What follows belongs to an exercise in optimizing a design on an open flow for small area; a production flow would make more cautious choices. Function was checked by simulation only, so behaviour that the tests miss may differ from the original.

==> inputs of 06-07 <==
==> flow/design.v (excerpt) <==
module imu_tilt_and_gyro_rate_core (
    input  wire logic         clk,
    input  wire logic         rst_n,
    input  wire logic         s_tvalid,
    output logic              s_tready,
    input  wire logic [95:0]  s_tdata,
    input  wire logic [1:0]   s_tuser,
    output logic              m_tvalid,
    input  wire logic         m_tready,
    output logic [103:0]      m_tdata,
    output logic [2:0]        m_tuser,
    input  wire logic         cfg_valid,
    output logic              cfg_ready,
    input  wire logic [1:0]   cfg_index,
    input  wire logic [9:0]   cfg_data
);
==> flow/config.mk <==
export PLATFORM = sky130hd
export DESIGN_NAME = imu_tilt_and_gyro_rate_core
export DESIGN_NICKNAME = imu_tilt_and_gyro_rate_core
export VERILOG_FILES = /design/flow/design.v
export SDC_FILE = /design/flow/constraint.sdc
export NUM_CORES = 4
export LEC_CHECK = 0
export ABC_AREA = 1
export CAP_MARGIN = 20
export CORE_MARGIN = 2
export CORE_UTILIZATION = 50
export SLEW_MARGIN = 20
==> flow/constraint.sdc <==
create_clock -name core_clock -period 11.0 [get_ports {clk}]
set_input_delay 2.2000 -clock core_clock [delete_from_list [all_inputs] [get_ports {clk}]]
set_output_delay 2.2000 -clock core_clock [all_outputs]
set_load 0.01 [all_outputs]
standard.sh (not shown) runs the stock make flow with config.mk's settings and CLKGATE_MAP_FILE= SYNTH_SCRIPT=/design/flow/synth_recipe.tcl, a recipe that flattens the netlist after the stock synthesis.
==> flow/flow/run.sh <==
#!/bin/bash
# Own layout flow, built on the standard flow (standard.sh):
#  2. the synthesis runs again with own_synth.tcl: the same script, but ABC maps
#     the logic with abc_area_nf.script and no adder cells are placed;
#  4. the rest of the standard flow runs, with the port buffers made from the
#     smallest buffer cell and a clock tree of small clock buffers without
#     dummy loads.
# Each tool's full output goes to a log file in this folder.
set -euo pipefail
W=$(pwd)
RES=$W/orfs/results/$FLOW_PLATFORM/imu_tilt_and_gyro_rate_core/base
LOGS=$W/orfs/logs/$FLOW_PLATFORM/imu_tilt_and_gyro_rate_core/base

bash standard.sh synth > synth_standard.log 2>&1
mkdir -p ref_synth
cp $RES/1_2_yosys.v $RES/1_2_yosys.sdc $RES/1_synth.odb $RES/1_synth.sdc ref_synth/
cp $LOGS/1_2_yosys.log ref_synth/1_2_yosys.log

rm -f $RES/1_2_yosys.v $RES/1_2_yosys.sdc $RES/1_synth.odb $RES/1_synth.sdc
if ADDER_MAP_FILE= make -C "$FLOW_HOME" DESIGN_CONFIG=$W/config.mk WORK_HOME=$W/orfs \
      CLKGATE_MAP_FILE= SYNTH_SCRIPT=$W/flow/own_synth.tcl synth > synth_own.log 2>&1 \
   && python3 $W/flow/cmp_regs.py ref_synth/1_2_yosys.v $RES/1_2_yosys.v > regs_compare.log 2>&1; then
  echo "using the own synthesis" >> regs_compare.log
else
  echo "falling back to the standard synthesis" >> regs_compare.log
  cp ref_synth/1_2_yosys.v ref_synth/1_2_yosys.sdc ref_synth/1_synth.odb ref_synth/1_synth.sdc $RES/
fi
touch $RES/1_synth.odb $RES/1_synth.sdc

export BUFFER_PORTS_ARGS="-buffer_cell sky130_fd_sc_hd__buf_1"
export CTS_ARGS="-sink_clustering_enable -repair_clock_nets -dont_use_dummy_load -buf_list {sky130_fd_sc_hd__clkbuf_4} -sink_clustering_size 10 -sink_clustering_max_diameter 35"
bash standard.sh > standard_flow.log 2>&1
cp -r orfs/logs ./orfs_logs 2>/dev/null || true
==> flow/flow/abc_area_nf.script <==
strash
&get -n
&fraig -x
&put
dc2
strash
&get -n
&dch -f
&nf -R 1000
&put
strash
&get -n
&dch -f
&nf -R 1000
&put
strash
&get -n
&dch -f
&nf -R 1000
&put
Other scripts of this flow, unchanged in this note and not shown: flow/flow/cmp_regs.py, flow/flow/own_synth.tcl
==> 08-03 (differences from 06-07) <==
--- a/flow/design.v
+++ b/flow/design.v
@@ -1,26 +1,25 @@
 `default_nettype none
 package itgr_pkg;
-    localparam logic [4:0] P_IDLE  = 5'd0;
-    localparam logic [4:0] P_ZERO  = 5'd1;
-    localparam logic [4:0] P_CSUM  = 5'd2;
-    localparam logic [4:0] P_DLOAD = 5'd3;
-    localparam logic [4:0] P_DIV   = 5'd4;
-    localparam logic [4:0] P_BWR   = 5'd5;
-    localparam logic [4:0] P_SQ    = 5'd6;
-    localparam logic [4:0] P_SQRT  = 5'd7;
-    localparam logic [4:0] P_CLOAD = 5'd8;
-    localparam logic [4:0] P_CORD  = 5'd9;
-    localparam logic [4:0] P_SCALE = 5'd10;
-    localparam logic [4:0] P_FINAL = 5'd11;
-    localparam logic [4:0] P_RD    = 5'd12;
-    localparam logic [4:0] P_RM    = 5'd13;
-    localparam logic [4:0] P_RF    = 5'd14;
-    localparam logic [4:0] P_ACC   = 5'd15;
-    localparam logic [4:0] P_RQ    = 5'd16;
+    localparam logic [3:0] P_IDLE  = 4'd0;
+    localparam logic [3:0] P_ZERO  = 4'd1;
+    localparam logic [3:0] P_CSUM  = 4'd2;
+    localparam logic [3:0] P_DLOAD = 4'd3;
+    localparam logic [3:0] P_DIV   = 4'd4;
+    localparam logic [3:0] P_BWR   = 4'd5;
+    localparam logic [3:0] P_SQ    = 4'd6;
+    localparam logic [3:0] P_SQRT  = 4'd7;
+    localparam logic [3:0] P_CLOAD = 4'd8;
+    localparam logic [3:0] P_CORD  = 4'd9;
+    localparam logic [3:0] P_SCALE = 4'd10;
+    localparam logic [3:0] P_FINAL = 4'd11;
+    localparam logic [3:0] P_RD    = 4'd12;
+    localparam logic [3:0] P_RM    = 4'd13;
+    localparam logic [3:0] P_ACC   = 4'd15;
+    localparam logic [3:0] P_RQ    = 4'd14;
 endpackage
 `default_nettype wire
 `default_nettype none
 module itgr_cordic (
     input  wire logic [3:0] step,
     input  wire logic [4:0] bit_idx,
     output logic            tab_bit
@@ -64,26 +63,28 @@
     output logic [103:0]      m_tdata,
     output logic [2:0]        m_tuser,
     input  wire logic         cfg_valid,
     output logic              cfg_ready,
     input  wire logic [1:0]   cfg_index,
     input  wire logic [9:0]   cfg_data
 );
-    logic [4:0]  ph;
+    logic [3:0]  ph;
+    logic [5:0]  j6;           
     logic [6:0]  j;
+    assign j = {1'b0, j6};
     logic [4:0]  k;
     logic [1:0]  m;
     logic        pr;           
     logic [1:0]  pa;           
     logic [4:0]  pb;           
     logic [7:0]  calib_reg;
     logic [9:0]  gain_reg;
     logic [7:0]  count_reg;
     logic        flag_reg;
-    logic        szero, bzero, bzarm;
+    logic        bzero, bzarm;         
     logic        m_tvalid_reg;
     logic [2:0]  user_reg;
     logic [71:0] sumr, biar;
     logic [15:0] f_roll;
     logic [14:0] f_pitch;
     logic        se;
     logic [23:0] f_rx, f_ry, f_rz;
@@ -97,15 +98,14 @@
     logic        dq1;                  
     logic        nb, qd;               
     logic        qb;                   
     logic        abit;                 
     logic        yneg, ynz, ynz_acc, zneg, rneg;
     logic        dneg, bsign;
     logic        gt;
-    logic        lownz, b23, hi;
     logic signed [15:0] ax, ay, az;
     logic [7:0]  target;
     assign ax = s_tdata[15:0];
     assign ay = s_tdata[31:16];
     assign az = s_tdata[47:32];
     assign target = (calib_reg == 8'd0) ? 8'd1 : calib_reg;
     function automatic logic [1:0] fadd(input logic a, input logic b, input logic c);
@@ -119,18 +119,15 @@
     always_comb
     begin
         in_word = 3'd0;
         in_pos  = j;
         in_off  = 7'd0;
         unique case (ph)
             P_CSUM:
-            begin
-                in_word = {1'b0, pa} + 3'd3;
-                in_pos  = {2'b00, pb};
-            end
+                in_word = {1'b0, m} + 3'd3;
             P_RD:
             begin
                 in_word = {1'b0, m} + 3'd3;
                 in_off  = 7'd4;
             end
             P_RM:
             begin
@@ -159,23 +156,14 @@
             3'd3:    in_w = s_tdata[63:48];
             3'd4:    in_w = s_tdata[79:64];
             default: in_w = s_tdata[95:80];
         endcase
         in_raw = in_w[in_idx];
         in_bit = in_low ? 1'b0 : in_raw;
     end
-    logic [23:0] f_rsel;
-    always_comb
-    begin
-        case (m)
-            2'd0:    f_rsel = f_rx;
-            2'd1:    f_rsel = f_ry;
-            default: f_rsel = f_rz;
-        endcase
-    end
     logic ysp, xsp, ypos, fsp, spneg;
     logic [15:0] kconst, cconst;
     localparam logic [28:0] Z180P = 29'd188743680;
     localparam logic [28:0] Z180N = 29'd0 - 29'd188743680;
     logic sn0;
     assign sn0 = (j == 7'd0) ? 1'b0 : seen0;
     always_comb
@@ -203,41 +191,38 @@
         .bit_idx (j[4:0]),
         .tab_bit (tab_bit)
     );
     logic [6:0] jlast;
     always_comb
     begin
         case (ph)
-            P_CSUM:  jlast = 7'd71;
+            P_CSUM:  jlast = 7'd23;
             P_DLOAD: jlast = 7'd28;
             P_DIV:   jlast = 7'd27;
             P_BWR:   jlast = 7'd23;
             P_SQRT:  jlast = 7'd29;
             P_CLOAD: jlast = 7'd28;
             P_CORD:  jlast = 7'd28;
             P_SCALE: jlast = 7'd36;
             P_FINAL: jlast = pr ? 7'd15 : 7'd14;
             P_RD:    jlast = 7'd23;
             P_RM:    jlast = 7'd29;
             P_RQ:    jlast = 7'd28;
-            P_RF:    jlast = 7'd23;
             default: jlast = 7'd31;
         endcase
     end
     logic jend, syncp, stall, act;
     assign jend  = (j == jlast);
     logic [1:0] sync_pa;
     logic [4:0] sync_pb;
     always_comb
     begin
         sync_pa = m;
         sync_pb = 5'd0;
-        if (ph == P_CSUM)
-            sync_pa = 2'd0;
-        else if (ph == P_RM)
+        if (ph == P_RM)
         begin
             sync_pa = (m == 2'd0) ? 2'd2 : m - 2'd1;
             sync_pb = 5'd17;
         end
     end
     assign syncp = (ph == P_CSUM || ph == P_DLOAD || ph == P_BWR || ph == P_RD || ph == P_RM);
     assign stall = syncp && (j == 7'd0) && !((pb == sync_pb) && (pa == sync_pa));
@@ -253,24 +238,24 @@
     logic       b_sq_op, b_sq_a, sq_abit, sq_inv;
     logic       sqrt_s, sqrt_rsh, sqrt_t, q_new;
     logic       tapx, tapy, dir, opx, opy, opz;
     logic       ld_src, ld_neg, ld_v, ld_z;
     logic       sc_c, sc_t2, sc_t5, sc_t6, sc_p, sc_m, sc_r;
     logic       fin_v, fin_o;
     logic       rm_dc, rm_sn, rm_m, rm_p;
-    logic       rf_v;
+    logic       rf_v, rs_c;
     logic       dl_raw, dl_s, dl_h;
     logic       dv_n, dv_sh;
     logic       bw_q, bw_v;
     logic [6:0] jk;
-    assign sum_h  = szero ? 1'b0 : sumr[0];
+    assign sum_h  = bzero ? 1'b0 : sumr[0];
     assign bias_h = bzero ? 1'b0 : biar[0];
     always_comb
     begin
-        s_csum = fadd(sum_h, in_bit, (pb == 5'd0) ? 1'b0 : c0);
+        s_csum = fadd(sum_h, in_bit, (j == 7'd0) ? 1'b0 : c0);
         dl_raw  = (j >= 7'd4 && j <= 7'd27) ? sumr[68] : 1'b0;
         dl_s    = dl_raw ^ (dneg & sn0);
         dl_h    = (j < 7'd7) ? target[j[2:0] + 3'd1] : 1'b0;
         s_dload = fadd(dl_s, dl_h, (j == 7'd0) ? 1'b0 : c0);
         dv_n  = (j < 7'd8) ? target[j[2:0]] : 1'b0;
         dv_sh = (j == 7'd0) ? nb : ((k == 5'd1) ? 1'b0 : dq1);
         s_dv  = fadd(dv_sh, rneg ? dv_n : ~dv_n, (j == 7'd0) ? ~rneg : c0);
@@ -339,18 +324,19 @@
         rm_dc = (ph == P_RM) ? ((j == 7'd7) ? 1'b1 : c0) : ((j == 7'd0) ? 1'b1 : c0);
         s_rd  = fadd(in_bit, ~bias_h, rm_dc);
         rm_sn = (j == 7'd7) ? 1'b0 : seen0;
         rm_m  = (j < 7'd7) ? 1'b0 : (s_rd[0] ^ (dneg & rm_sn));
         rm_p  = (k == 5'd0 || j == 7'd29) ? 1'b0 : f_rz[0];
         s_pm  = fadd(rm_p, rm_m & gain_reg[k[3:0]], (j == 7'd0) ? 1'b0 : c1);
         s_rq  = fadd(f_rz[1], (j == 7'd0) ? f_rz[0] : c1, 1'b0);
-        if (dneg ? (hi || (b23 && lownz)) : (hi || b23))
+        if (gt)
             rf_v = dneg ? (j == 7'd23) : (j != 7'd23);
         else
-            rf_v = f_rsel[0] ^ (dneg & sn0);
+            rf_v = s_rq[0] ^ (dneg & sn0);
+        rs_c = dneg ? (j == 7'd1 || j == 7'd25) : (j <= 7'd24);
     end
     logic rs_en, roll_en, pitch_en, rs_in, roll_in, pitch_in;
     logic rx_en, ry_en, rz_en, rx_in, ry_in, rz_in;
     logic fx_en, fy_en, fz_en, fr_in;
     always_comb
     begin
         rs_en = 1'b0; roll_en = 1'b0; pitch_en = 1'b0;
@@ -433,24 +419,17 @@
             begin
                 rz_en = act;
                 rz_in = s_pm[0];
             end
             P_RQ:
             begin
                 rz_en = 1'b1;
-                rz_in = (m == 2'd2) ? s_rq[0] : f_rz[0];
+                rz_in = (m == 2'd2) ? rf_v : f_rz[0];
                 fx_en = (m == 2'd0) && (j < 7'd24);
                 fy_en = (m == 2'd1) && (j < 7'd24);
-                fr_in = s_rq[0];
-            end
-            P_RF:
-            begin
-                fx_en = (m == 2'd0);
-                fy_en = (m == 2'd1);
-                fz_en = (m == 2'd2);
                 fr_in = rf_v;
             end
             default:
             begin
             end
         endcase
     end
@@ -503,15 +482,14 @@
             ph           <= P_IDLE;
             pa           <= '0;
             pb           <= '0;
             calib_reg    <= 8'd60;
             gain_reg     <= 10'd70;
             count_reg    <= '0;
             flag_reg     <= 1'b0;
-            szero        <= 1'b1;
             bzero        <= 1'b1;
             bzarm        <= 1'b1;
             m_tvalid_reg <= 1'b0;
         end
         else
         begin
             if (pb == 5'd23 && pa == 2'd2)
@@ -555,33 +533,29 @@
                                 end
                                 else
                                     ph <= P_ZERO;
                             end
                             2'd2:
                             begin
                                 ph        <= P_ZERO;
-                                szero     <= 1'b1;
                                 bzero     <= 1'b1;
                                 bzarm     <= 1'b1;
                                 count_reg <= '0;
                                 flag_reg  <= 1'b0;
                             end
                             default: ph <= P_ZERO;
                         endcase
                     end
                 end
                 P_ZERO:
                     if (jend)
                         ph <= P_ACC;
                 P_CSUM:
-                    if (act && jend)
-                    begin
-                        szero <= 1'b0;
-                        ph    <= (count_reg == target) ? P_DLOAD : P_ZERO;
-                    end
+                    if (act && jend && m == 2'd2)
+                        ph <= (count_reg == target) ? P_DLOAD : P_ZERO;
                 P_DLOAD:
                     if (act && jend)
                     begin
                         ph <= P_DIV;
                     end
                 P_DIV:
                     if (jend)
@@ -648,20 +622,15 @@
                     if (act && jend)
                     begin
                         if (k == 5'd9)
                             ph <= P_RQ;
                     end
                 P_RQ:
                     if (jend)
-                        ph <= P_RF;
-                P_RF:
-                    if (jend)
-                    begin
                         ph <= (m == 2'd2) ? P_ACC : P_RD;
-                    end
                 P_ACC:
                     ph <= P_IDLE;
                 default:
                     ph <= P_IDLE;
             endcase
         end
     end
@@ -672,26 +641,26 @@
             k <= '0;
         else
             k <= k_next;
     end
     always_ff @(posedge clk)
     begin
         if (ph == P_IDLE || ph == P_ACC)
-            j <= '0;
+            j6 <= '0;
         else if (act)
-            j <= jend ? 7'd0 : j + 7'd1;
+            j6 <= jend ? 6'd0 : j6 + 6'd1;
         unique case (ph)
             P_IDLE:
             begin
                 m  <= '0;
                 pr <= 1'b0;
             end
             P_CSUM:
                 if (act && jend)
-                    m <= '0;
+                    m <= (m == 2'd2) ? 2'd0 : m + 2'd1;
             P_BWR:
                 if (act && jend)
                     m <= m + 2'd1;
             P_SQ:
                 if (jend && k == 5'd15)
                     m <= m[0] ? 2'd0 : m + 2'd1;
             P_CLOAD:
@@ -699,15 +668,15 @@
                     m <= m[0] ? 2'd0 : m + 2'd1;
             P_FINAL:
                 if (jend)
                 begin
                     pr <= 1'b1;
                     m  <= '0;
                 end
-            P_RF:
+            P_RQ:
                 if (jend)
                     m <= m + 2'd1;
             default:
             begin
             end
         endcase
     end
@@ -775,15 +744,15 @@
         unique case (ph)
             P_DLOAD: seen0 <= sn0 | dl_raw;
             P_BWR:   seen0 <= sn0 | bw_q;
             P_CLOAD: seen0 <= sn0 | ld_src;
             P_SCALE: seen0 <= sn0 | sc_p;
             P_FINAL: seen0 <= sn0 | fin_v;
             P_RM:    seen0 <= rm_sn | s_rd[0];
-            default: seen0 <= sn0 | f_rsel[0];
+            default: seen0 <= sn0 | s_rq[0];
         endcase
     end
     always_ff @(posedge clk)
     begin
         unique case (ph)
             P_IDLE:
             begin
@@ -851,27 +820,17 @@
                 end
             P_SCALE:
                 if (j >= 7'd20)
                     gt <= (sc_r & ~sc_c) | (~(sc_r ^ sc_c) & ((j == 7'd20) ? 1'b0 : gt));
             P_RD:
                 if (act && j == 7'd23)
                     dneg <= s_rd[0];
-            P_RQ:
-            begin
-                if (j == 7'd0)
-                    lownz <= s_rq[0];
-                else if (j <= 7'd22)
-                    lownz <= lownz | s_rq[0];
-                if (j == 7'd23)
-                    b23 <= s_rq[0];
-                if (j == 7'd24)
-                    hi <= s_rq[0];
-                else if (j > 7'd24 && j <= 7'd27)
-                    hi <= hi | s_rq[0];
-            end
+            P_RM:
+                if (act && k == 5'd9 && j != 7'd0)
+                    gt <= (s_pm[0] & ~rs_c) | (~(s_pm[0] ^ rs_c) & ((j == 7'd1) ? 1'b1 : gt));
             default:
             begin
             end
         endcase
     end
 endmodule
 `default_nettype wire
==> 02-22 (differences from 06-07) <==
--- a/flow/flow/run.sh
+++ b/flow/flow/run.sh
@@ -24,10 +24,10 @@
 else
   echo "falling back to the standard synthesis" >> regs_compare.log
   cp ref_synth/1_2_yosys.v ref_synth/1_2_yosys.sdc ref_synth/1_synth.odb ref_synth/1_synth.sdc $RES/
 fi
 touch $RES/1_synth.odb $RES/1_synth.sdc
 
 export BUFFER_PORTS_ARGS="-buffer_cell sky130_fd_sc_hd__buf_1"
-export CTS_ARGS="-sink_clustering_enable -repair_clock_nets -dont_use_dummy_load -buf_list {sky130_fd_sc_hd__clkbuf_4} -sink_clustering_size 10 -sink_clustering_max_diameter 35"
+export CTS_ARGS="-sink_clustering_enable -repair_clock_nets -dont_use_dummy_load -buf_list {sky130_fd_sc_hd__clkbuf_2} -sink_clustering_size 6 -sink_clustering_max_diameter 30"
 bash standard.sh > standard_flow.log 2>&1
 cp -r orfs/logs ./orfs_logs 2>/dev/null || true
==> flow/flow/abc_area_nf.script (replaced) <==
strash
&get -n
&fraig -x
&put
dc2
strash
&get -n
&dch -f
&nf -R 1000
&put
==> flow_summary.ini <==
[run_status]
status = no timing/DRC/antenna violations

[yosys]
synth_nets = 1443

[sta]
worst_pin_slew_ns = 1.032

[clock_network]
clock_latency_ns = 0.87

[floorplanning]
fp.coreArea_mm2 = 0.02778
die-height_um = 171.9

[global_routing]
grt_pass1_wl_um = 66520

[min_path]
worstHoldEndpoint = sumr[56]$_DFF_P_
The numbers above come from 02-22.

==> flow_summary.ini <==
[finish]
num_antenna_cells = 2
nFlopsAndLatches = 335

[floorplanning]
die-height_um = 168.9
fp.coreArea_mm2 = 0.02680

[global_routing]
grt_pass1_wl_um = 63890

[run_status]
status = no timing/DRC/antenna violations

[yosys]
avgSynthCellArea_um2 = 10.84

[critical_path]
reg2reg_to = gt$_DFFE_PP_

[min_path]
worstHoldEndpoint = biar[51]$_DFF_P_

[sta]
worst_pin_slew_ns = 1.143
The numbers above come from 08-03.

==> flow_summary.ini <==
[run_status]
status = no timing/DRC/antenna violations

[clock_network]
clk_pin_slew_ns = 0.09
clock_latency_ns = 0.72

[finish]
nMultiInputCombCells = 945

[yosys]
synth_nets = 1427
yosys_warnings = 2

[floorplanning]
die_area_mm2 = 0.02931
fp.coreArea_mm2 = 0.02763

[power_and_ir_drop]
ir_drop_mv = 0.1615

[sta]
worst_pin_slew_ns = 1.104
period_minus_slack_ns = 8.986

[drt]
wirelength_met1_um = 19210

[min_path]
worstHoldEndpoint = sumr[70]$_DFF_P_
The numbers above come from 06-07.

==> what the ideal ports hide <==
No port has a modelled driver above. Below, the same layouts with a new extraction and two added sets of constraints.
Step 1 sets driving cells, clkbuf_16 on the clock port and buf_2 on the other inputs (assumed; they add their load-dependent delay and slew).
Step 2 moves the port delays by t, midway between the first and last clock arrival at a register: inputs arrive t later, outputs are due t later. That takes back most of the time a late clock gives input paths.
Slacks: ideal / step 1 / step 2; pairs: ideal / step 1.
run	shift t [ns]	slack for setup (ns)	worst hold slack (ns)	slew at the worst register clock pin (ns)
06-07	0.714	2.014 / 2.014 / 2.014	0.301 / 0.301 / 0.301	0.11 / 0.11
08-03	0.708	3.934 / 3.934 / 3.934	0.290 / 0.290 / 0.290	0.11 / 0.11
02-22	0.851	2.286 / 2.286 / 2.286	0.254 / 0.254 / 0.254	0.12 / 0.12
After both steps setup and hold are still met in every run listed.
